This is an optimization exercise on Yosys and OpenROAD, whose aim is small area, a short achievable clock period and few clock cycles per item, not a production implementation. Only simulation tests tie the RTL to the original design; equivalence was not proved. Power figures rest on the tool's default switching activity, not on a simulated workload.

## flow/design.v (module list and top-level ports; edited modules follow where they fit)
// module conv_pair_top: 1022 lines
// module conv_fa: 10 lines
// module conv_sign_word: 29 lines
// module conv_nand2: 3 lines
// module conv_nor2: 3 lines
// module conv_xor2: 3 lines
// module conv_xnor2: 3 lines
// module conv_inv: 3 lines
// module conv_aoi21: 3 lines
// module conv_oai21: 3 lines
// module conv_mux2: 3 lines
// module conv_mux2i: 3 lines
module conv_pair_top (
    input  logic                 clk_i,
    input  logic                 reset_i,
    input  logic                 win_valid_i,
    input  logic [127:0]         win_i,            
    output logic                 credit_o,
    input  logic                 credit_i,
    output logic                 result_valid_o,
    output logic [31:0]          result_o          
);
  // ...
==> flow/flow/run.sh <==
#!/bin/bash
# Standard layout (the standard.sh, all ORFS steps), except that the port buffers are
# buf_1 cells instead of the delay buffers buffer_ports picks by default.
# Each tool's full output is in orfs/logs/; make's own output is in make.log.
set -euo pipefail
bash standard.sh BUFFER_PORTS_ARGS="-buffer_cell sky130_fd_sc_hd__buf_1" finish > make.log 2>&1
==> flow/standard.sh <==
#!/bin/bash
# synth_recipe.tcl (not shown) runs the flow's synth.tcl, then flattens the netlist and writes it again
# the make line also repeats each setting of config.mk as NAME=value (left out here)
make -C /OpenROAD-flow-scripts/flow DESIGN_CONFIG=/design/flow/config.mk WORK_HOME=/design/flow/orfs CLKGATE_MAP_FILE= SYNTH_SCRIPT=/design/flow/synth_recipe.tcl "${@:-finish}"
==> flow/config.mk <==
export PLATFORM = sky130hd
export DESIGN_NAME = conv_pair_top
export DESIGN_NICKNAME = conv_pair_top
export VERILOG_FILES = /design/flow/design.v
export SDC_FILE = /design/flow/constraint.sdc
export NUM_CORES = 4
export LEC_CHECK = 0
export CAP_MARGIN = 20
export CORE_MARGIN = 2
export CORE_UTILIZATION = 55
export CTS_BUF_LIST = sky130_fd_sc_hd__clkbuf_4 sky130_fd_sc_hd__clkbuf_8
export SETUP_SLACK_MARGIN = 5.0
export SLEW_MARGIN = 20
export SYNTH_HIERARCHICAL = 1
export SYNTH_MINIMUM_KEEP_SIZE = 0
==> flow/constraint.sdc <==
create_clock -name core_clock -period 10.0 [get_ports {clk_i}]
set_input_delay 2.0000 -clock core_clock [delete_from_list [all_inputs] [get_ports {clk_i}]]
set_output_delay 2.0000 -clock core_clock [all_outputs]
set_load 0.01 [all_outputs]
==> impl_summary.log, run 1 <==
[metrics] share of power burned in combinational logic: about 61%
[metrics] most used cells in the layout excluding fill and tap cells: 140 x sky130_fd_sc_hd__buf_1, 116 x sky130_fd_sc_hd__fa_1, 79 x sky130_fd_sc_hd__inv_1, 68 x sky130_fd_sc_hd__edfxtp_1, 62 x sky130_fd_sc_hd__nor2_1
[metrics] effective utilization at floorplan: between 50% and 60%
[metrics] endpoint of the worst setup timing path: entry[15]$_DFFE_PP_
[metrics] antenna violation net count after detailed routing: 0
[metrics] most flop-heavy register: entry
[metrics] CTS tree: built
[metrics] Peak VDD IR: about 0.11 mV
[metrics] top contributor to total power: combinational logic
[metrics] share of the yosys chip area belonging to registers: 29.2%
[metrics] biggest regs: entry (68), entry_valid (2), out_credits (2)
[metrics] uppermost routed layer: met4
[metrics] setup skew after layout: ~6.4 ps
[metrics] count of non-filler cells in the finished layout: roughly 1,000
[metrics] Worst Hold Class: flop to flop
[metrics] multi-input gate share of the layout cell area: about three fifths
[metrics] leakage component of the power: around 3.2 nW
[metrics] run status: finished clean
[metrics] Critical Path Source Type: input port
[metrics] max-capacitance violation count: 0
[metrics] fraction of standard cell area that is sequential: approximately a quarter
[metrics] overall power of the completed layout: 2.18 mW
[metrics] fraction of power spent switching nets: between 40% and 50%
[metrics] worst path cell trace: buf_1 -> fa_1 -> fa_1 -> fa_1 -> nor2_1 -> nor2_1 -> nand2_1 -> o21ai_4 -> inv_1 -> o21ai_2 -> mux2i_2
[metrics] metal3 WL: about 760 um
[metrics] WP data required: 10,180 ps
Testbench counts, summed over its fixed seeds: cycles 968, items 960.
==> inputs of run 2 (changes only) <==
==> flow/flow/run.sh (replaced) <==
#!/bin/bash
set -euo pipefail
bash standard.sh SETUP_SLACK_MARGIN=5.6 BUFFER_PORTS_ARGS="-buffer_cell sky130_fd_sc_hd__buf_1" finish > make.log 2>&1
==> impl_summary.log, run 2 <==
[metrics] run status: finished clean (unchanged)
[metrics] critical path endpoint category: flop (unchanged)
[metrics] ranking of synthesized cells by area: sky130_fd_sc_hd__fa_1 31%, sky130_fd_sc_hd__edfxtp_1 28%, sky130_fd_sc_hd__xor2_1 6.9% (unchanged)
[metrics] Hold Violations, Final: 0 (unchanged)
[metrics] Post-synth top flop: sky130_fd_sc_hd__edfxtp_1 (unchanged)
[metrics] fraction of post-synthesis cell area in the top cell type by area: 31.4% (unchanged)
[metrics] startpoint of the most critical register-to-register path: rd_ptr$_SDFFE_PP0P_ (unchanged)
[metrics] area overhead of the layout relative to synthesis: 27.0% (was 13.0%)
[metrics] cell at the root of the clock tree: sky130_fd_sc_hd__clkbuf_8 (unchanged)
[metrics] layout cell share with drive strength beyond 1: 27.8% (was 9.36%)
[metrics] final worst path period share: 45.7% (was 48.2%)
[metrics] crit path DAT: 4770 ps (was 5000 ps)
[metrics] placed wire-length estimate: 12.3 mm (was 12.0 mm)
[metrics] number of design-rule violations left by the first detailed-router iteration: 216 (was 202)
[metrics] Slowest-stage cell, CP: sky130_fd_sc_hd__fa_2 (was sky130_fd_sc_hd__fa_1)
[metrics] max FFs per register: 68 (unchanged)
[metrics] CP top delay family: adder cells (unchanged)
[metrics] hold path start: entry_valid[1]$_SDFF_PP0_ (unchanged)
[metrics] CP Buf/Inv Count: 2 (unchanged)
[metrics] Post-layout nets: 1,112 (was 1,068)
[metrics] die width: 120 um (unchanged)
[metrics] global-route met2 utilization: 42.0% (was 37.3%)
[metrics] met3 track utilization from global routing: 3.85% (was 4.42%)
[metrics] Worst Hold Class: flop to flop (unchanged)
[metrics] effective utilization at floorplan: 56.2% (unchanged)
[metrics] number of synthesized register bits: 74 (unchanged)
[metrics] number of buffers on the longest clock path: 2 (unchanged)
[metrics] global placer's final weighted congestion: 0.821 (was 0.848)
[metrics] setup slack after placement: 4700 ps (was 4300 ps)
[metrics] instance count on the critical path: 11 (unchanged)
[metrics] share of flip-flops with an asynchronous set or reset: 0% (unchanged)
[metrics] most frequently used cell type in the post-synthesis netlist: sky130_fd_sc_hd__fa_1 (unchanged)
[metrics] sum of routed wire length over all layers: 16.4 mm (was 14.3 mm)
[metrics] CTS tree: built (unchanged)
[metrics] Hold WS: 505 ps (was 511 ps)
[metrics] number of synthesized flops with an enable pin: 68 (unchanged)
[metrics] Port Buffer Count: 147 (unchanged)
[metrics] routing usage on met1: 29.1% (was 26.2%)
[metrics] total number of vias: 5,292 (was 4,952)
[metrics] detailed-route DRC error count: 0 (unchanged)
[metrics] count of pins on the block boundary: 166 (unchanged)
[metrics] most frequent standard cell in the layout excluding fill and tap cells: sky130_fd_sc_hd__buf_1 (unchanged)
[metrics] Final Max Slew Viols: 0 (unchanged)
[metrics] max-capacitance violation count: 0 (unchanged)
[metrics] commonest cells in the netlist: 116 x sky130_fd_sc_hd__fa_1, 79 x sky130_fd_sc_hd__inv_1, 68 x sky130_fd_sc_hd__edfxtp_1, 64 x sky130_fd_sc_hd__nor2_1, 58 x sky130_fd_sc_hd__xor2_1 (unchanged)
[metrics] worst-margin pin slew: 930 ps (was 1070 ps)
[metrics] area used by multi-input combinational logic: 5370 um2 (was 4900 um2)
[metrics] sink count of the clock tree: 74 (unchanged)
[metrics] post-layout minimum cycle time: 4570 ps (was 4820 ps)
[metrics] netlist area before placement: 7410 um2 (unchanged)
[metrics] area taken by flip-flops and latches: 2160 um2 (unchanged)
[metrics] area of the core: 13,200 um2 (unchanged)
[metrics] CP max FO: 4 (was 5)
[metrics] Slew headroom: 38.0% (was 28.4%)
[metrics] wire length of the first global-routing pass: 26.2 mm (was 23.7 mm)
[metrics] most flop-heavy register: entry (unchanged)
[metrics] WP data required: 10,190 ps (was 10,180 ps)
[metrics] setup repair after global routing missed its margin: yes (was no)
[metrics] Skew-Pair Late Insertion Delay: 360 ps (was 350 ps)
[metrics] diode count: 0 (unchanged)
[metrics] grt peak-use layer: met2 (unchanged)
[metrics] setup TNS: 0 ps (unchanged)
[metrics] YS warnings: 8 (unchanged)
[metrics] top cell type by total area after synthesis: sky130_fd_sc_hd__fa_1 (unchanged)
[metrics] endpoint of the lowest-slack register-to-register path: out_credits[1]$_SDFFE_PP1P_ (unchanged)
[metrics] vias in the first global route: 5,630 (was 5,297)
[metrics] wire length per cell: 15.9 um (was 14.4 um)
[metrics] peak per-stage delay on the critical path: 620 ps (was 580 ps)
[metrics] detailed-routing iteration count for the pre-antenna-repair pass: 4 (was 6)
[metrics] fillers: 973 (was 1,116)
[metrics] areal power density over the cells: 290 nW/um2 (was 261 nW/um2)
[metrics] maximum number of pins on one net before global-route repair: 36 (unchanged)
[metrics] leakage component of the power: 3.64 nW (was 3.24 nW)
[metrics] Yosys cell types: 35 (unchanged)
[metrics] number of cells on the worst reg-to-reg path: 6 (was 8)
[metrics] die area: 14,400 um2 (unchanged)
[metrics] Peak VDD IR: 0.139 mV (was 0.109 mV)
[metrics] most used cells in the layout excluding fill and tap cells: 118 x sky130_fd_sc_hd__buf_1, 94 x sky130_fd_sc_hd__fa_1, 69 x sky130_fd_sc_hd__inv_1, 68 x sky130_fd_sc_hd__edfxtp_1, 56 x sky130_fd_sc_hd__xor2_1 (was 140 x sky130_fd_sc_hd__buf_1, 116 x sky130_fd_sc_hd__fa_1, 79 x sky130_fd_sc_hd__inv_1, 68 x sky130_fd_sc_hd__edfxtp_1, 62 x sky130_fd_sc_hd__nor2_1)
[metrics] initial antenna violation count: 0 (unchanged)
[metrics] Clock H-tree levels: 3 (unchanged)
[metrics] f_max: 219 MHz (was 207 MHz)
[metrics] final-report setup violation count: 0 (unchanged)
[metrics] residual overflow from global routing: 0 (unchanged)
[metrics] TritonCTS Buffers: 9 (unchanged)
[metrics] biggest regs: entry (68), entry_valid (2), out_credits (2) (unchanged)
[metrics] clock-pin slew reported for the worst setup and hold paths after clock tree synthesis: 80 ps (about the same)
[metrics] Critical Path Source Type: input port (unchanged)
[metrics] setup skew after layout: 7.17 ps (was 6.43 ps)
[metrics] final worst slack: 5430 ps (was 5180 ps)
[metrics] y dimension of the die: 120 um (unchanged)
[metrics] share of the yosys chip area belonging to registers: 29.2% (unchanged)
[metrics] antenna violation net count after detailed routing: 0 (unchanged)
[metrics] instance count of the mapped netlist: 657 (unchanged)
[metrics] reg2reg setup slack: 8110 ps (was 7630 ps)
[metrics] DR vias/cell: 5.13 (was 5.01)
[metrics] total global-route track usage: 23.4% (was 21.0%)
[metrics] type of the worst setup path: input port to flop (unchanged)
[metrics] Hold Crit Depth: 2 (unchanged)
[metrics] worst path cell trace: buf_8 -> fa_1 -> fa_1 -> fa_2 -> nor2_4 -> nor2_4 -> nand2_2 -> o21ai_4 -> inv_4 -> o21ai_4 -> mux2i_2 (was buf_1 -> fa_1 -> fa_1 -> fa_1 -> nor2_1 -> nor2_1 -> nand2_1 -> o21ai_4 -> inv_1 -> o21ai_2 -> mux2i_2)
[metrics] Syn Area/Cell: 11.3 um2 (unchanged)
[metrics] capture endpoint of the worst hold path: entry_valid[1]$_SDFF_PP0_ (unchanged)
[metrics] num rows: 42 (unchanged)
[metrics] post-cts hold buffer count: 0 (unchanged)
run 2: final cells by class:
type / instances / area share (%)
well taps: 176 / 2.34
repair buffers: 192 / 11.9
inverters: 79 / 3.23
flip-flops and latches: 74 / 23.0
multi-input cells: 495 / 57.1
clock buffers: 10 / 1.40
clock inverters: 6 / 1.12
run 2: through the flow:
| stage | instance area, um2 | util, % | power [mW] | instances |
|---|---|---|---|---|
| detailed placement | 8150 | 61.8 | 1.95 | 972 |
| global route | 9410 | 71.3 | 2.92 | 1032 |
| finish | 9410 | 71.3 | 2.73 | 1032 |
| CTS | 8830 | 66.9 | 2.45 | 1011 |
| global placement | 8150 | 61.8 | 1.90 | 972 |
| floorplan | 7480 | - | 1.67 | 663 |
run 2: worst max path at each step:
stage,from,to,slack [ps]
after CTS,win_i[51],entry[15]$_DFFE_PP_,5430
after global placement,win_i[54],entry[16]$_DFFE_PP_,4730
after detailed placement,win_i[54],entry[49]$_DFFE_PP_,4700
after floorplan,win_i[23],entry[15]$_DFFE_PP_,5340
after global routing,win_i[54],entry[33]$_DFFE_PP_,5340
final,win_i[23],entry[15]$_DFFE_PP_,5430
run 2: power breakdown:
part	leakage, nW	internal [mW]	switching (mW)	total, mW
clock network	0.115	0.167	0.115	0.282
logic	2.84	0.828	1.02	1.84
registers	0.687	0.569	0.0318	0.601
total	3.64	1.56	1.16	2.73
run 2: cell families after synthesis:
family	count (synthesis)	synth area share (%)
flops	74	29.2
xor+xnor	79	9.34
fa+ha+maj	129	33.5
mux	40	5.84
buf+inv	94	5.62
compound gates	108	9.27
simple gates	131	7.08
other cells	2	0.101
run 2: worst min-delay path: stages, from the launching register on:
cell	delay [ps]
sky130_fd_sc_hd__dfxtp_1	320
sky130_fd_sc_hd__nor2_1	100
sky130_fd_sc_hd__nor3_1	50
run 2: Yosys stat by module (local to each module, per instance):
module	flip-flops and latches	cell area (um2)	copies in the design	cells inside
conv_fa	0	20.0	116	1
conv_oai21	0	5.00	40	1
conv_xnor2	0	8.76	14	1
conv_aoi21	0	8.76	22	1
conv_mux2i	0	10.0	4	1
conv_xor2	0	8.76	48	1
conv_nand2	0	3.75	44	1
conv_inv	0	3.75	22	1
conv_sign_word	0	160	2	22
conv_pair_top	74	3330	1	247
conv_nor2	0	3.75	56	1
run 2: routing by layer:
| metal | vias up | routed length, um |
|---|---|---|
| met1 | 2602 | 6470 |
| met4 | 0 | 273 |
| met3 | 19 | 742 |
| met5 | - | 0 |
| li1 | 2526 | - |
| met2 | 145 | 8940 |
run 2: timing repair:
item | CTS | global route
resized for setup | 86 | 126
pin swaps | 59 | 83
endpoints found under the setup margin | 63 | 49
buffers inserted | 23 | 20
==> inputs of run 3 (changes only) <==
==> flow/flow/run.sh (replaced) <==
#!/bin/bash
set -euo pipefail
bash standard.sh SETUP_SLACK_MARGIN=5.4 BUFFER_PORTS_ARGS="-buffer_cell sky130_fd_sc_hd__buf_1" finish > make.log 2>&1
==> impl_summary.log, run 3 <==
[metrics] vias in the first global route: 5,454 (was 5,630)
[metrics] detailed-routing iteration count for the pre-antenna-repair pass: 4 (unchanged)
[metrics] netlist area before placement: 7410 um2 (unchanged)
[metrics] worst-margin pin slew: 943 ps (was 930 ps)
[metrics] most used cells in the layout excluding fill and tap cells: 124 x sky130_fd_sc_hd__buf_1, 109 x sky130_fd_sc_hd__fa_1, 77 x sky130_fd_sc_hd__inv_1, 68 x sky130_fd_sc_hd__edfxtp_1, 58 x sky130_fd_sc_hd__xor2_1 (was 118 x sky130_fd_sc_hd__buf_1, 94 x sky130_fd_sc_hd__fa_1, 69 x sky130_fd_sc_hd__inv_1, 68 x sky130_fd_sc_hd__edfxtp_1, 56 x sky130_fd_sc_hd__xor2_1)
[metrics] Hold Violations, Final: 0 (unchanged)
[metrics] area taken by flip-flops and latches: 2160 um2 (unchanged)
[metrics] f_max: 217 MHz (was 219 MHz)
[metrics] number of synthesized register bits: 74 (unchanged)
[metrics] number of design-rule violations left by the first detailed-router iteration: 259 (was 216)
[metrics] detailed-route DRC error count: 0 (unchanged)
[metrics] die width: 120 um (unchanged)
[metrics] sink count of the clock tree: 74 (unchanged)
[metrics] Post-layout nets: 1,084 (was 1,112)
[metrics] placed wire-length estimate: 12.2 mm (was 12.3 mm)
[metrics] run status: finished clean (unchanged)
[metrics] maximum number of pins on one net before global-route repair: 36 (unchanged)
[metrics] areal power density over the cells: 274 nW/um2 (was 290 nW/um2)
[metrics] setup skew after layout: 6.31 ps (was 7.17 ps)
[metrics] wire length per cell: 15.0 um (was 15.9 um)
[metrics] layout cell share with drive strength beyond 1: 18.2% (was 27.8%)
[metrics] hold path start: entry_valid[1]$_SDFF_PP0_ (unchanged)
[metrics] die area: 14,400 um2 (unchanged)
[metrics] Hold Crit Depth: 2 (unchanged)
[metrics] critical path endpoint category: flop (unchanged)
[metrics] capture endpoint of the worst hold path: entry_valid[1]$_SDFF_PP0_ (unchanged)
[metrics] share of the yosys chip area belonging to registers: 29.2% (unchanged)
[metrics] share of flip-flops with an asynchronous set or reset: 0% (unchanged)
[metrics] end-of-flow core utilization: 66.7% (was 71.3%)
[metrics] post-layout minimum cycle time: 4620 ps (was 4570 ps)
[metrics] count of pins on the block boundary: 166 (unchanged)
[metrics] Peak VDD IR: 0.129 mV (was 0.139 mV)
[metrics] Yosys cell types: 35 (unchanged)
[metrics] Cells after DPL: 972 (unchanged)
[metrics] Syn Area/Cell: 11.3 um2 (unchanged)
[metrics] peak per-stage delay on the critical path: 600 ps (was 620 ps)
[metrics] reg2reg setup slack: 7730 ps (was 8110 ps)
[metrics] clock-pin slew reported for the worst setup and hold paths after clock tree synthesis: 70 ps (was 80 ps)
[metrics] area used by multi-input combinational logic: 5090 um2 (was 5370 um2)
[metrics] most frequently used cell type in the post-synthesis netlist: sky130_fd_sc_hd__fa_1 (unchanged)
[metrics] YS warnings: 8 (unchanged)
[metrics] Final Max Slew Viols: 0 (unchanged)
[metrics] residual overflow from global routing: 0 (unchanged)
[metrics] effective utilization at floorplan: 56.2% (unchanged)
[metrics] initial antenna violation count: 0 (unchanged)
[metrics] startpoint of the most critical register-to-register path: rd_ptr$_SDFFE_PP0P_ (unchanged)
[metrics] final worst path period share: 46.2% (was 45.7%)
[metrics] diode count: 0 (unchanged)
[metrics] number of synthesized flops with an enable pin: 68 (unchanged)
[metrics] ranking of synthesized cells by area: sky130_fd_sc_hd__fa_1 31%, sky130_fd_sc_hd__edfxtp_1 28%, sky130_fd_sc_hd__xor2_1 6.9% (unchanged)
[metrics] max-capacitance violation count: 0 (unchanged)
[metrics] worst path cell trace: buf_2 -> fa_1 -> fa_1 -> fa_2 -> nor2_4 -> nor2_2 -> nand2_2 -> o21ai_4 -> inv_2 -> o21ai_4 -> mux2i_2 (was buf_8 -> fa_1 -> fa_1 -> fa_2 -> nor2_4 -> nor2_4 -> nand2_2 -> o21ai_4 -> inv_4 -> o21ai_4 -> mux2i_2)
[metrics] crit path DAT: 4800 ps (was 4770 ps)
[metrics] final std cell area, no fill: 8800 um2 (was 9410 um2)
[metrics] final worst slack: 5380 ps (was 5430 ps)
[metrics] leakage component of the power: 3.42 nW (was 3.64 nW)
[metrics] total global-route track usage: 22.0% (was 23.4%)
[metrics] DR vias/cell: 5.09 (was 5.13)
[metrics] setup TNS: 0 ps (unchanged)
[metrics] number of cells on the worst reg-to-reg path: 6 (unchanged)
[metrics] Worst Hold Class: flop to flop (unchanged)
[metrics] global placer's final weighted congestion: 0.811 (was 0.821)
[metrics] cell at the root of the clock tree: sky130_fd_sc_hd__clkbuf_8 (unchanged)
[metrics] Slowest-stage cell, CP: sky130_fd_sc_hd__fa_2 (unchanged)
[metrics] Post-synth top flop: sky130_fd_sc_hd__edfxtp_1 (unchanged)
[metrics] type of the worst setup path: input port to flop (unchanged)
[metrics] biggest regs: entry (68), entry_valid (2), out_credits (2) (unchanged)
[metrics] final-report setup violation count: 0 (unchanged)
[metrics] total number of vias: 5,106 (was 5,292)
[metrics] CP max FO: 4 (unchanged)
[metrics] fillers: 1,079 (was 973)
[metrics] top cell type by total area after synthesis: sky130_fd_sc_hd__fa_1 (unchanged)
[metrics] Clock H-tree levels: 3 (unchanged)
[metrics] fraction of post-synthesis cell area in the top cell type by area: 31.4% (unchanged)
[metrics] WP data required: 10,190 ps (about the same)
[metrics] wire length of the first global-routing pass: 24.8 mm (was 26.2 mm)
[metrics] setup slack after placement: 4670 ps (was 4700 ps)
[metrics] commonest cells in the netlist: 116 x sky130_fd_sc_hd__fa_1, 79 x sky130_fd_sc_hd__inv_1, 68 x sky130_fd_sc_hd__edfxtp_1, 64 x sky130_fd_sc_hd__nor2_1, 58 x sky130_fd_sc_hd__xor2_1 (unchanged)
[metrics] Critical Path Source Type: input port (unchanged)
[metrics] sum of routed wire length over all layers: 15.0 mm (was 16.4 mm)
[metrics] cell area reported after detailed placement: 8130 um2 (was 8150 um2)
[metrics] Skew-Pair Late Insertion Delay: 360 ps (about the same)
[metrics] Slew headroom: 37.2% (was 38.0%)
[metrics] area of the core: 13,200 um2 (unchanged)
[metrics] count of non-filler cells in the finished layout: 1,004 (was 1,032)
[metrics] setup repair after global routing missed its margin: yes (unchanged)
[metrics] most frequent standard cell in the layout excluding fill and tap cells: sky130_fd_sc_hd__buf_1 (unchanged)
[metrics] Port Buffer Count: 147 (unchanged)
[metrics] number of buffers on the longest clock path: 2 (unchanged)
[metrics] max FFs per register: 68 (unchanged)
[metrics] area overhead of the layout relative to synthesis: 18.9% (was 27.0%)
[metrics] antenna violation net count after detailed routing: 0 (unchanged)
[metrics] y dimension of the die: 120 um (unchanged)
[metrics] TritonCTS Buffers: 9 (unchanged)
[metrics] CTS tree: built (unchanged)
[metrics] instance count of the mapped netlist: 657 (unchanged)
[metrics] endpoint of the lowest-slack register-to-register path: out_credits[1]$_SDFFE_PP1P_ (unchanged)
[metrics] most flop-heavy register: entry (unchanged)
[metrics] num rows: 42 (unchanged)
-- run 3: kinds of logic (layout without fill, tap and decap cells) --
| kind of cell | count (synthesis) | after routing | share of synthesized area [%] |
|---|---|---|---|
| flip-flops | 74 | 74 | 29.2 |
| adder cells (fa/ha/maj) | 129 | 129 | 33.5 |
| buffers and inverters | 94 | 259 | 5.62 |
| XOR/XNOR | 79 | 79 | 9.34 |
| AND/OR/NAND/NOR | 131 | 131 | 7.08 |
| multiplexers | 40 | 40 | 5.84 |
| other | 2 | 8 | 0.101 |
| AO/OA/AOI/OAI | 108 | 108 | 9.27 |
-- run 3: worst max-delay path by stage --
stage,startpoint,end,slack [ps]
6_report,win_i[21],entry[49]$_DFFE_PP_,5380
5_1_grt,win_i[86],entry[33]$_DFFE_PP_,5310
4_1_cts,win_i[20],entry[15]$_DFFE_PP_,5390
3_5_place_dp,win_i[55],entry[49]$_DFFE_PP_,4670
3_3_place_gp,win_i[54],entry[15]$_DFFE_PP_,4740
2_1_floorplan,win_i[23],entry[15]$_DFFE_PP_,5340
-- run 3: timing repair --
action                                  in CTS  in global routing
pin swaps                                    5                 36
gates resized for setup                     21                 77
hold buffers                                 0                  0
endpoints found under the setup margin      36                 51
buffers inserted                             4                 11
-- run 3: area by class of cell --
| type | count | share of cell area, % |
|---|---|---|
| multi-input cells | 495 | 57.8 |
| flip-flops and latches | 74 | 24.6 |
| repair buffers | 164 | 8.83 |
| inverters | 79 | 3.40 |
| well taps | 176 | 2.50 |
| clock buffers | 12 | 1.73 |
| clock inverters | 4 | 1.12 |
-- run 3: routing by layer --
layer	global-route usage (%)	up-vias	share of wire, %
met4	8.16	0	2.4
met1	28.4	2465	42
li1	-	2469	-
met5	0	-	0
met2	38.1	147	51
met3	2.80	25	4.2
-- run 3: worst max-delay path: cells and delay by family --
kind	cells	cell delay (ps)
buf+inv	2	220
fa+ha+maj	3	1590
compound gates	2	390
mux	1	260
simple gates	3	330
-- run 3: per-stage QoR --
stage / power (mW) / hold WS [ps]
2_1_floorplan: 1.66 / 468
3_3_place_gp: 1.90 / 478
3_5_place_dp: 1.95 / 489
4_1_cts: 2.29 / 504
5_1_grt: 2.61 / 548
6_report: 2.41 / 505
-- run 3: where the power goes --
group,internal [mW],switching [mW],total [mW],leakage [nW]
Combinational,0.646,0.876,1.52,2.61
Sequential,0.569,0.0308,0.600,0.687
Clock,0.179,0.112,0.290,0.128
Total,1.39,1.02,2.41,3.42
-- run 3: modules after synthesis, one instance, submodules excluded --
module	cell area (um2)	flip-flops and latches
conv_aoi21	8.76	0
conv_fa	20.0	0
conv_inv	3.75	0
conv_mux2i	10.0	0
conv_nand2	3.75	0
conv_nor2	3.75	0
conv_oai21	5.00	0
conv_pair_top	3330	74
conv_sign_word	160	0
conv_xnor2	8.76	0
conv_xor2	8.76	0
==> inputs of run 4 (changes only) <==
==> flow/flow/run.sh (replaced) <==
#!/bin/bash
set -euo pipefail
bash standard.sh SETUP_SLACK_MARGIN=5.3 BUFFER_PORTS_ARGS="-buffer_cell sky130_fd_sc_hd__buf_1" finish > make.log 2>&1
==> impl_summary.log, run 4 <==
[metrics] most used cells in the layout excluding fill and tap cells: 129 x sky130_fd_sc_hd__buf_1, 114 x sky130_fd_sc_hd__fa_1, 77 x sky130_fd_sc_hd__inv_1, 68 x sky130_fd_sc_hd__edfxtp_1, 58 x sky130_fd_sc_hd__xor2_1 (was 124 x sky130_fd_sc_hd__buf_1, 109 x sky130_fd_sc_hd__fa_1, 77 x sky130_fd_sc_hd__inv_1, 68 x sky130_fd_sc_hd__edfxtp_1, 58 x sky130_fd_sc_hd__xor2_1)
[metrics] share of the yosys chip area belonging to registers: 29.2% (unchanged)
[metrics] worst-margin pin slew: 861 ps (was 943 ps)
[metrics] sum of routed wire length over all layers: 14.7 mm (was 15.0 mm)
[metrics] YS warnings: 8 (unchanged)
[metrics] end-of-flow core utilization: 65.0% (was 66.7%)
[metrics] CP Buf/Inv Count: 3 (was 2)
[metrics] final worst slack: 5350 ps (was 5380 ps)
[metrics] effective utilization at floorplan: 56.2% (unchanged)
[metrics] ranking of synthesized cells by area: sky130_fd_sc_hd__fa_1 31%, sky130_fd_sc_hd__edfxtp_1 28%, sky130_fd_sc_hd__xor2_1 6.9% (unchanged)
[metrics] number of cells on the worst reg-to-reg path: 7 (was 6)
[metrics] die area: 14,400 um2 (unchanged)
[metrics] netlist area before placement: 7410 um2 (unchanged)
[metrics] f_max: 215 MHz (was 217 MHz)
[metrics] final-report setup violation count: 0 (unchanged)
[metrics] layout cell share with drive strength beyond 1: 14.5% (was 18.2%)
[metrics] maximum number of pins on one net before global-route repair: 36 (unchanged)
[metrics] fillers: 1,094 (was 1,079)
[metrics] type of the worst setup path: input port to flop (unchanged)
[metrics] setup slack after placement: 4610 ps (was 4670 ps)
[metrics] run status: finished clean (unchanged)
[metrics] setup skew after layout: 5.71 ps (was 6.31 ps)
[metrics] sink count of the clock tree: 74 (unchanged)
[metrics] worst setup path start: win_i[22] (was win_i[21])
[metrics] CP max FO: 4 (unchanged)
[metrics] endpoint of the lowest-slack register-to-register path: out_credits[1]$_SDFFE_PP1P_ (unchanged)
[metrics] Slew headroom: 41.5% (was 37.2%)
[metrics] Peak VDD IR: 0.0913 mV (was 0.129 mV)
[metrics] max FFs per register: 68 (unchanged)
[metrics] most flop-heavy register: entry (unchanged)
[metrics] area overhead of the layout relative to synthesis: 15.7% (was 18.9%)
[metrics] Yosys cell types: 35 (unchanged)
[metrics] antenna violation net count after detailed routing: 0 (unchanged)
[metrics] total number of vias: 5,083 (was 5,106)
[metrics] die width: 120 um (unchanged)
[metrics] cell at the root of the clock tree: sky130_fd_sc_hd__clkbuf_8 (unchanged)
[metrics] share of flip-flops with an asynchronous set or reset: 0% (unchanged)
[metrics] Most Frequent Cell on Critical Path: sky130_fd_sc_hd__fa_1
[metrics] crit path DAT: 4740 ps (was 4800 ps)
[metrics] top cell type by total area after synthesis: sky130_fd_sc_hd__fa_1 (unchanged)
[metrics] final std cell area, no fill: 8570 um2 (was 8800 um2)
[metrics] fraction of post-synthesis cell area in the top cell type by area: 31.4% (unchanged)
[metrics] TritonCTS Buffers: 9 (unchanged)
[metrics] Slowest-stage cell, CP: sky130_fd_sc_hd__fa_1 (was sky130_fd_sc_hd__fa_2)
[metrics] CP top delay family: adder cells (unchanged)
[metrics] detailed-route DRC error count: 0 (unchanged)
[metrics] WP data required: 10,090 ps (was 10,190 ps)
[metrics] startpoint of the most critical register-to-register path: rd_ptr$_SDFFE_PP0P_ (unchanged)
[metrics] global placer's final weighted congestion: 0.804 (was 0.811)
[metrics] number of synthesized flops with an enable pin: 68 (unchanged)
[metrics] num rows: 42 (unchanged)
[metrics] Hold WS: 501 ps (was 505 ps)
[metrics] Cells after DPL: 972 (unchanged)
[metrics] post-layout minimum cycle time: 4650 ps (was 4620 ps)
[metrics] area of the core: 13,200 um2 (unchanged)
[metrics] initial antenna violation count: 0 (unchanged)
[metrics] final worst path period share: 46.5% (was 46.2%)
[metrics] critical path endpoint category: flop (unchanged)
[metrics] biggest regs: entry (68), entry_valid (2), out_credits (2) (unchanged)
[metrics] max-capacitance violation count: 0 (unchanged)
[metrics] wire length per cell: 14.7 um (was 15.0 um)
[metrics] total global-route track usage: 21.9% (was 22.0%)
[metrics] most frequently used cell type in the post-synthesis netlist: sky130_fd_sc_hd__fa_1 (unchanged)
[metrics] overall power of the completed layout: 2.28 mW (was 2.41 mW)
[metrics] instance count on the critical path: 12 (was 11)
[metrics] CTS tree: built (unchanged)
[metrics] detailed-routing iteration count for the pre-antenna-repair pass: 4 (unchanged)
[metrics] peak per-stage delay on the critical path: 610 ps (was 600 ps)
[metrics] setup TNS: 0 ps (unchanged)
[metrics] instance count of the mapped netlist: 657 (unchanged)
[metrics] Clock H-tree levels: 3 (unchanged)
[metrics] number of synthesized register bits: 74 (unchanged)
[metrics] cell area reported after detailed placement: 8130 um2 (unchanged)
[metrics] count of pins on the block boundary: 166 (unchanged)
[metrics] Post-synth top flop: sky130_fd_sc_hd__edfxtp_1 (unchanged)
[metrics] DR vias/cell: 5.07 (was 5.09)
[metrics] post-cts hold buffer count: 0 (unchanged)
[metrics] number of design-rule violations left by the first detailed-router iteration: 203 (was 259)
[metrics] Post-layout nets: 1,082 (was 1,084)
[metrics] count of non-filler cells in the finished layout: 1,002 (was 1,004)
[metrics] y dimension of the die: 120 um (unchanged)
[metrics] worst path cell trace: buf_1 -> fa_1 -> fa_1 -> fa_1 -> nor2_2 -> nor2_1 -> buf_4 -> a21oi_2 -> o21ai_4 -> buf_4 -> a21oi_2 -> xnor2_1 (was buf_2 -> fa_1 -> fa_1 -> fa_2 -> nor2_4 -> nor2_2 -> nand2_2 -> o21ai_4 -> inv_2 -> o21ai_4 -> mux2i_2)
[metrics] areal power density over the cells: 266 nW/um2 (was 274 nW/um2)
[metrics] Port Buffer Count: 147 (unchanged)
[metrics] reg2reg setup slack: 7770 ps (was 7730 ps)
[metrics] hold path start: entry_valid[1]$_SDFF_PP0_ (unchanged)
[metrics] Skew-Pair Late Insertion Delay: 360 ps (about the same)
[metrics] leakage component of the power: 3.33 nW (was 3.42 nW)
[metrics] Critical Path Source Type: input port (unchanged)
[metrics] Hold Violations, Final: 0 (unchanged)
[metrics] setup repair after global routing missed its margin: yes (unchanged)
[metrics] clock-pin slew reported for the worst setup and hold paths after clock tree synthesis: 80 ps (was 70 ps)
[metrics] Worst Hold Class: flop to flop (unchanged)
[metrics] most frequent standard cell in the layout excluding fill and tap cells: sky130_fd_sc_hd__buf_1 (unchanged)
[metrics] vias in the first global route: 5,446 (was 5,454)
[metrics] commonest cells in the netlist: 116 x sky130_fd_sc_hd__fa_1, 79 x sky130_fd_sc_hd__inv_1, 68 x sky130_fd_sc_hd__edfxtp_1, 64 x sky130_fd_sc_hd__nor2_1, 58 x sky130_fd_sc_hd__xor2_1 (unchanged)
[metrics] Syn Area/Cell: 11.3 um2 (unchanged)
[metrics] Final Max Slew Viols: 0 (unchanged)
[metrics] wire length of the first global-routing pass: 24.7 mm (was 24.8 mm)
[metrics] diode count: 0 (unchanged)
[metrics] endpoint of the worst setup timing path: entry[11]$_DFFE_PP_ (was entry[49]$_DFFE_PP_)
[metrics] placed wire-length estimate: 12.1 mm (was 12.2 mm)
[metrics] number of buffers on the longest clock path: 2 (unchanged)
[metrics] residual overflow from global routing: 0 (unchanged)
[run 4: worst min-delay path by stage]
stage	end	depth (start not counted)
floorplan	entry_valid[1]$_SDFF_PP0_	2
global placement	entry_valid[1]$_SDFF_PP0_	2
CTS	entry_valid[1]$_SDFF_PP0_	2
finish	entry_valid[1]$_SDFF_PP0_	2
detailed placement	entry_valid[1]$_SDFF_PP0_	2
global route	entry_valid[1]$_SDFF_PP0_	2
[run 4: kinds of logic after synthesis]
kind of cell | synth area share [%]
muxes | 5.84
xor gates and xnor gates | 9.34
DFF | 29.2
AOI/OAI and AO/OA | 9.27
other | 0.101
buffers and inverters | 5.62
and+or+nand+nor | 7.08
adders and majority gates | 33.5
[run 4: cell type report]
type	count	area, um2	share of cell area (%)
tap	176	220	2.57
multi-input combinational	495	4980	58.1
clock inverter	5	61.3	0.716
clock buffer	11	151	1.77
inverter	79	297	3.46
sequential	74	2160	25.2
timing repair buffer	162	699	8.16
[run 4: power breakdown]
part | switching (mW) | internal, mW | total, mW
Combinational | 0.835 | 0.600 | 1.43
Clock | 0.118 | 0.130 | 0.247
Sequential | 0.0316 | 0.569 | 0.601
[run 4: per-layer routing]
metal / part of all wire, % / global-route usage (%)
met1: 42 / 28.3
met2: 51 / 37.7
met3: 4.8 / 3.56
met4: 2.2 / 7.57
met5: 0 / 0
[run 4: timing repair]
action	in CTS	in global routing
gates resized for setup	16	26
pin swaps	4	17
setup endpoints to repair	24	32
buffers inserted	2	11
[run 4: per-module statistics from Yosys (local to each module, per instance), a selection]
| module | cells | area (um2) | copies in the design |
|---|---|---|---|
| conv_xor2 | 1 | 8.76 | 48 |
| conv_mux2i | 1 | 10.0 | 4 |
| conv_oai21 | 1 | 5.00 | 40 |
| conv_pair_top | 247 | 3330 | 1 |
| conv_nor2 | 1 | 3.75 | 56 |
| conv_nand2 | 1 | 3.75 | 44 |
| conv_xnor2 | 1 | 8.76 | 14 |
| conv_sign_word | 22 | 160 | 2 |
| conv_inv | 1 | 3.75 | 22 |
[run 4: worst register-to-register path, delay by kind of cell, from the launching register on]
family / cells / cell delay (ps)
DFF: 1 / 500
buffers and inverters: 1 / 500
and+or+nand+nor: 2 / 410
AOI/OAI and AO/OA: 2 / 320
xor gates and xnor gates: 1 / 200
adders and majority gates: 1 / 190
==> inputs of run 5 (changes only) <==
--- a/flow/config.mk
+++ b/flow/config.mk
@@ -9,3 +9,3 @@
 export CORE_MARGIN = 2
-export CORE_UTILIZATION = 55
+export CORE_UTILIZATION = 60
 export CTS_BUF_LIST = sky130_fd_sc_hd__clkbuf_4 sky130_fd_sc_hd__clkbuf_8
==> impl_summary.log, run 5 <==
[metrics] vias in the first global route: 5,481 (was 5,446)
[metrics] CP max FO: 4 (unchanged)
[metrics] CTS tree: built (unchanged)
[metrics] wire length per cell: 15.1 um (was 14.7 um)
[metrics] biggest regs: entry (68), entry_valid (2), out_credits (2) (unchanged)
[metrics] max FFs per register: 68 (unchanged)
[metrics] Hold Violations, Final: 0 (unchanged)
[metrics] wire length of the first global-routing pass: 24.3 mm (was 24.7 mm)
[metrics] Slew headroom: 28.7% (was 41.5%)
[metrics] critical path endpoint category: flop (unchanged)
[metrics] final-report setup violation count: 0 (unchanged)
[metrics] worst-margin pin slew: 1070 ps (was 861 ps)
[metrics] setup skew after layout: 4.29 ps (was 5.71 ps)
[metrics] antenna violation net count after detailed routing: 0 (unchanged)
[metrics] Skew-Pair Late Insertion Delay: 340 ps (was 360 ps)
[metrics] Final Max Slew Viols: 0 (unchanged)
[metrics] sink count of the clock tree: 74 (unchanged)
[metrics] instance count of the mapped netlist: 657 (unchanged)
[metrics] most used cells in the layout excluding fill and tap cells: 128 x sky130_fd_sc_hd__buf_1, 115 x sky130_fd_sc_hd__fa_1, 77 x sky130_fd_sc_hd__inv_1, 68 x sky130_fd_sc_hd__edfxtp_1, 58 x sky130_fd_sc_hd__xor2_1 (was 129 x sky130_fd_sc_hd__buf_1, 114 x sky130_fd_sc_hd__fa_1, 77 x sky130_fd_sc_hd__inv_1, 68 x sky130_fd_sc_hd__edfxtp_1, 58 x sky130_fd_sc_hd__xor2_1)
[metrics] most frequent standard cell in the layout excluding fill and tap cells: sky130_fd_sc_hd__buf_1 (unchanged)
[metrics] routing usage on met1: 30.0% (was 28.3%)
[metrics] Yosys cell types: 35 (unchanged)
[metrics] share of flip-flops with an asynchronous set or reset: 0% (unchanged)
[metrics] type of the worst setup path: input port to flop (unchanged)
[metrics] number of buffers on the longest clock path: 2 (unchanged)
[metrics] post-layout minimum cycle time: 4620 ps (was 4650 ps)
[metrics] DR vias/cell: 5.25 (was 5.07)
[metrics] maximum number of pins on one net before global-route repair: 36 (unchanged)
[metrics] number of synthesized flops with an enable pin: 68 (unchanged)
[metrics] fraction of post-synthesis cell area in the top cell type by area: 31.4% (unchanged)
[metrics] clock-pin slew reported for the worst setup and hold paths after clock tree synthesis: 80 ps (about the same)
[metrics] final worst slack: 5380 ps (was 5350 ps)
[metrics] Post-synth top flop: sky130_fd_sc_hd__edfxtp_1 (unchanged)
[metrics] die width: 115 um (was 120 um)
[metrics] diode count: 0 (unchanged)
[metrics] area of the core: 12,000 um2 (was 13,200 um2)
[metrics] Hold WS: 514 ps (was 501 ps)
[metrics] final worst path period share: 46.2% (was 46.5%)
[metrics] Critical Path Source Type: input port (unchanged)
[metrics] num rows: 40 (was 42)
[metrics] placed wire-length estimate: 12.1 mm (about the same)
[metrics] initial antenna violation count: 0 (unchanged)
[metrics] setup TNS: 0 ps (unchanged)
[metrics] number of synthesized register bits: 74 (unchanged)
[metrics] residual overflow from global routing: 0 (unchanged)
[metrics] Worst Hold Class: flop to flop (unchanged)
[metrics] cell at the root of the clock tree: sky130_fd_sc_hd__clkbuf_8 (unchanged)
[metrics] areal power density over the cells: 267 nW/um2 (was 266 nW/um2)
[metrics] WP data required: 10,080 ps (was 10,090 ps)
[metrics] YS warnings: 8 (unchanged)
[metrics] setup repair after global routing missed its margin: yes (unchanged)
[metrics] grt peak-use layer: met2 (unchanged)
[metrics] total global-route track usage: 23.4% (was 21.9%)
[metrics] y dimension of the die: 115 um (was 120 um)
[metrics] max-capacitance violation count: 0 (unchanged)
[metrics] Port Buffer Count: 147 (unchanged)
[metrics] fillers: 965 (was 1,094)
[metrics] total number of vias: 5,082 (was 5,083)
[metrics] layout cell share with drive strength beyond 1: 14.6% (was 14.5%)
[metrics] top cell type by total area after synthesis: sky130_fd_sc_hd__fa_1 (unchanged)
[metrics] detailed-route DRC error count: 0 (unchanged)
[metrics] die area: 13,300 um2 (was 14,400 um2)
[metrics] crit path DAT: 4710 ps (was 4740 ps)
[metrics] leakage component of the power: 3.31 nW (was 3.33 nW)
[metrics] count of pins on the block boundary: 166 (unchanged)
[metrics] most frequently used cell type in the post-synthesis netlist: sky130_fd_sc_hd__fa_1 (unchanged)
[metrics] netlist area before placement: 7410 um2 (unchanged)
[metrics] global-route met2 utilization: 42.0% (was 37.7%)
[metrics] Syn Area/Cell: 11.3 um2 (unchanged)
[metrics] Post-layout nets: 1,077 (was 1,082)
[metrics] most flop-heavy register: entry (unchanged)
[metrics] f_max: 216 MHz (was 215 MHz)
[metrics] ranking of synthesized cells by area: sky130_fd_sc_hd__fa_1 31%, sky130_fd_sc_hd__edfxtp_1 28%, sky130_fd_sc_hd__xor2_1 6.9% (unchanged)
[metrics] met3 track utilization from global routing: 3.37% (was 3.56%)
[metrics] Peak VDD IR: 0.128 mV (was 0.0913 mV)
[metrics] Clock H-tree levels: 3 (unchanged)
[metrics] area overhead of the layout relative to synthesis: 15.0% (was 15.7%)
[metrics] detailed-routing iteration count for the pre-antenna-repair pass: 4 (unchanged)
[metrics] global placer's final weighted congestion: 0.875 (was 0.804)
[metrics] effective utilization at floorplan: 61.7% (was 56.2%)
[metrics] commonest cells in the netlist: 116 x sky130_fd_sc_hd__fa_1, 79 x sky130_fd_sc_hd__inv_1, 68 x sky130_fd_sc_hd__edfxtp_1, 64 x sky130_fd_sc_hd__nor2_1, 58 x sky130_fd_sc_hd__xor2_1 (unchanged)
[metrics] TritonCTS Buffers: 9 (unchanged)
[metrics] sum of routed wire length over all layers: 14.6 mm (was 14.7 mm)
[metrics] run status: finished clean (unchanged)
[metrics] setup slack after placement: 4620 ps (was 4610 ps)
[metrics] share of the yosys chip area belonging to registers: 29.2% (unchanged)
[metrics] number of design-rule violations left by the first detailed-router iteration: 174 (was 203)
## run 5: changes by cell type in the layout (fill, tap and decap cells not counted), sizes merged
cell	previous run	this run
buf	158	152
clkbuf	15	16
## run 5: per-module statistics from Yosys (local to each module, per instance)
module / cells inside / cell area [um2] / copies in the design / flip-flops and latches
conv_pair_top: 247 / 3330 / 1 / 74
conv_sign_word: 22 / 160 / 2 / 0
conv_fa: 1 / 20.0 / 116 / 0
conv_mux2i: 1 / 10.0 / 4 / 0
conv_aoi21: 1 / 8.76 / 22 / 0
conv_xnor2: 1 / 8.76 / 14 / 0
conv_xor2: 1 / 8.76 / 48 / 0
conv_oai21: 1 / 5.00 / 40 / 0
conv_inv: 1 / 3.75 / 22 / 0
conv_nand2: 1 / 3.75 / 44 / 0
conv_nor2: 1 / 3.75 / 56 / 0
## run 5: critical path, cell delays in order
cell and delay [ps]:
sky130_fd_sc_hd__buf_2 180, sky130_fd_sc_hd__fa_1 460, sky130_fd_sc_hd__fa_1 520, sky130_fd_sc_hd__fa_1 460, sky130_fd_sc_hd__nor2_1 260, sky130_fd_sc_hd__nor2_2 100, sky130_fd_sc_hd__a21oi_2 190, sky130_fd_sc_hd__o21ai_4 100
sky130_fd_sc_hd__buf_4 170, sky130_fd_sc_hd__a21oi_2 140, sky130_fd_sc_hd__xnor2_1 110
## run 5: kinds of logic (layout without fill, tap and decap cells)
family	after synthesis	after routing	share of synthesized area, %
DFF	74	74	29.2
other	2	8	0.101
AOI/OAI and AO/OA	108	108	9.27
muxes	40	40	5.84
adders and majority gates	129	129	33.5
xor gates and xnor gates	79	79	9.34
buffers and inverters	94	252	5.62
and+or+nand+nor	131	131	7.08
## run 5: routing by layer
| metal | vias to the layer above | part of all wire [%] |
|---|---|---|
| li1 | 2453 | - |
| met5 | - | 0 |
| met1 | 2472 | 41 |
| met2 | 136 | 53 |
| met3 | 21 | 4.2 |
| met4 | 0 | 1.6 |
## run 5: path summary, 6_finish.rpt
| kind | from | end | slack, ps | cells after the start |
|---|---|---|---|---|
| worst max-delay path | win_i[54] | entry[11]$_DFFE_PP_ | 5380 | 11 |
| worst min-delay path | entry_valid[1]$_SDFF_PP0_ | entry_valid[1]$_SDFF_PP0_ | 510 | 2 |
| worst max register to register | rd_ptr$_SDFFE_PP0P_ | out_credits[1]$_SDFFE_PP1P_ | 8240 | 7 |
| worst min register to register | entry_valid[1]$_SDFF_PP0_ | entry_valid[1]$_SDFF_PP0_ | 510 | 2 |
## run 5: layout make-up
type                    instances  area, um2  area share, %
multi-input cells             495       4990           58.6
flip-flops and latches         74       2160           25.4
repair buffers                157        672           7.89
inverters                      79        299           3.51
well taps                     147        184           2.16
clock buffers                  11        151           1.78
clock inverters                 5       61.3          0.720
## run 5: what timing repair did
| item | 4_1_cts | 5_1_grt |
|---|---|---|
| hold buffers | 0 | 0 |
| setup buffers | 2 | 6 |
| endpoints found under the setup margin | 24 | 32 |
| hold endpoints to repair | 0 | 0 |
| gates resized for setup | 16 | 41 |
| pin swaps | 4 | 28 |
## run 5: power breakdown
part	total [mW]	switching [mW]	leakage [nW]	internal, mW
sequential	0.599	0.0302	0.687	0.569
combinational	1.43	0.843	2.53	0.588
clock	0.244	0.114	0.0982	0.130
## run 5: metrics by stage
step | cells | instance area, um2 | total power [mW] | util, %
5_1_grt | 968 | 8520 | 2.47 | 70.9
3_5_place_dp | 944 | 8100 | 1.94 | 67.5
3_3_place_gp | 944 | 8100 | 1.89 | 67.5
6_report | 968 | 8520 | 2.28 | 70.9
2_1_floorplan | 663 | 7460 | 1.66 | -
4_1_cts | 962 | 8360 | 2.21 | 69.6

[separate check: timing with driven ports]
No port has a modelled driver above. Below, the same layouts with a new extraction and two added sets of constraints.
Step 1 assumes that a clkbuf_16 drives the clock port and a buf_2 every other input.
Step 2, shift: input delay + t, output delay - t, t = (earliest + latest rising clock arrival at the registers) / 2. This alone moves slack from input paths to output paths.
a / b / c = ideal ports / drivers / drivers and shift; a / b = the first two.
run	t, ns	slack for setup (ns)	worst setup path at the end	worst register clock-pin slew, ns
run 1	0.383	5.176 / 5.187 / 4.804	input to register	0.08 / 0.08
run 2	0.390	5.428 / 5.420 / 5.030	input to register	0.08 / 0.08
run 3	0.389	5.385 / 5.390 / 5.001	input to register	0.08 / 0.08
run 4	0.391	5.353 / 5.364 / 4.974	input to register	0.08 / 0.08
run 5	0.372	5.379 / 5.364 / 4.991	input to register	0.08 / 0.08
After both steps setup and hold are still met in every run listed. The setup slack of run 2, which loses most, moves by -0.008 ns with the drivers and by -0.398 ns with both steps.
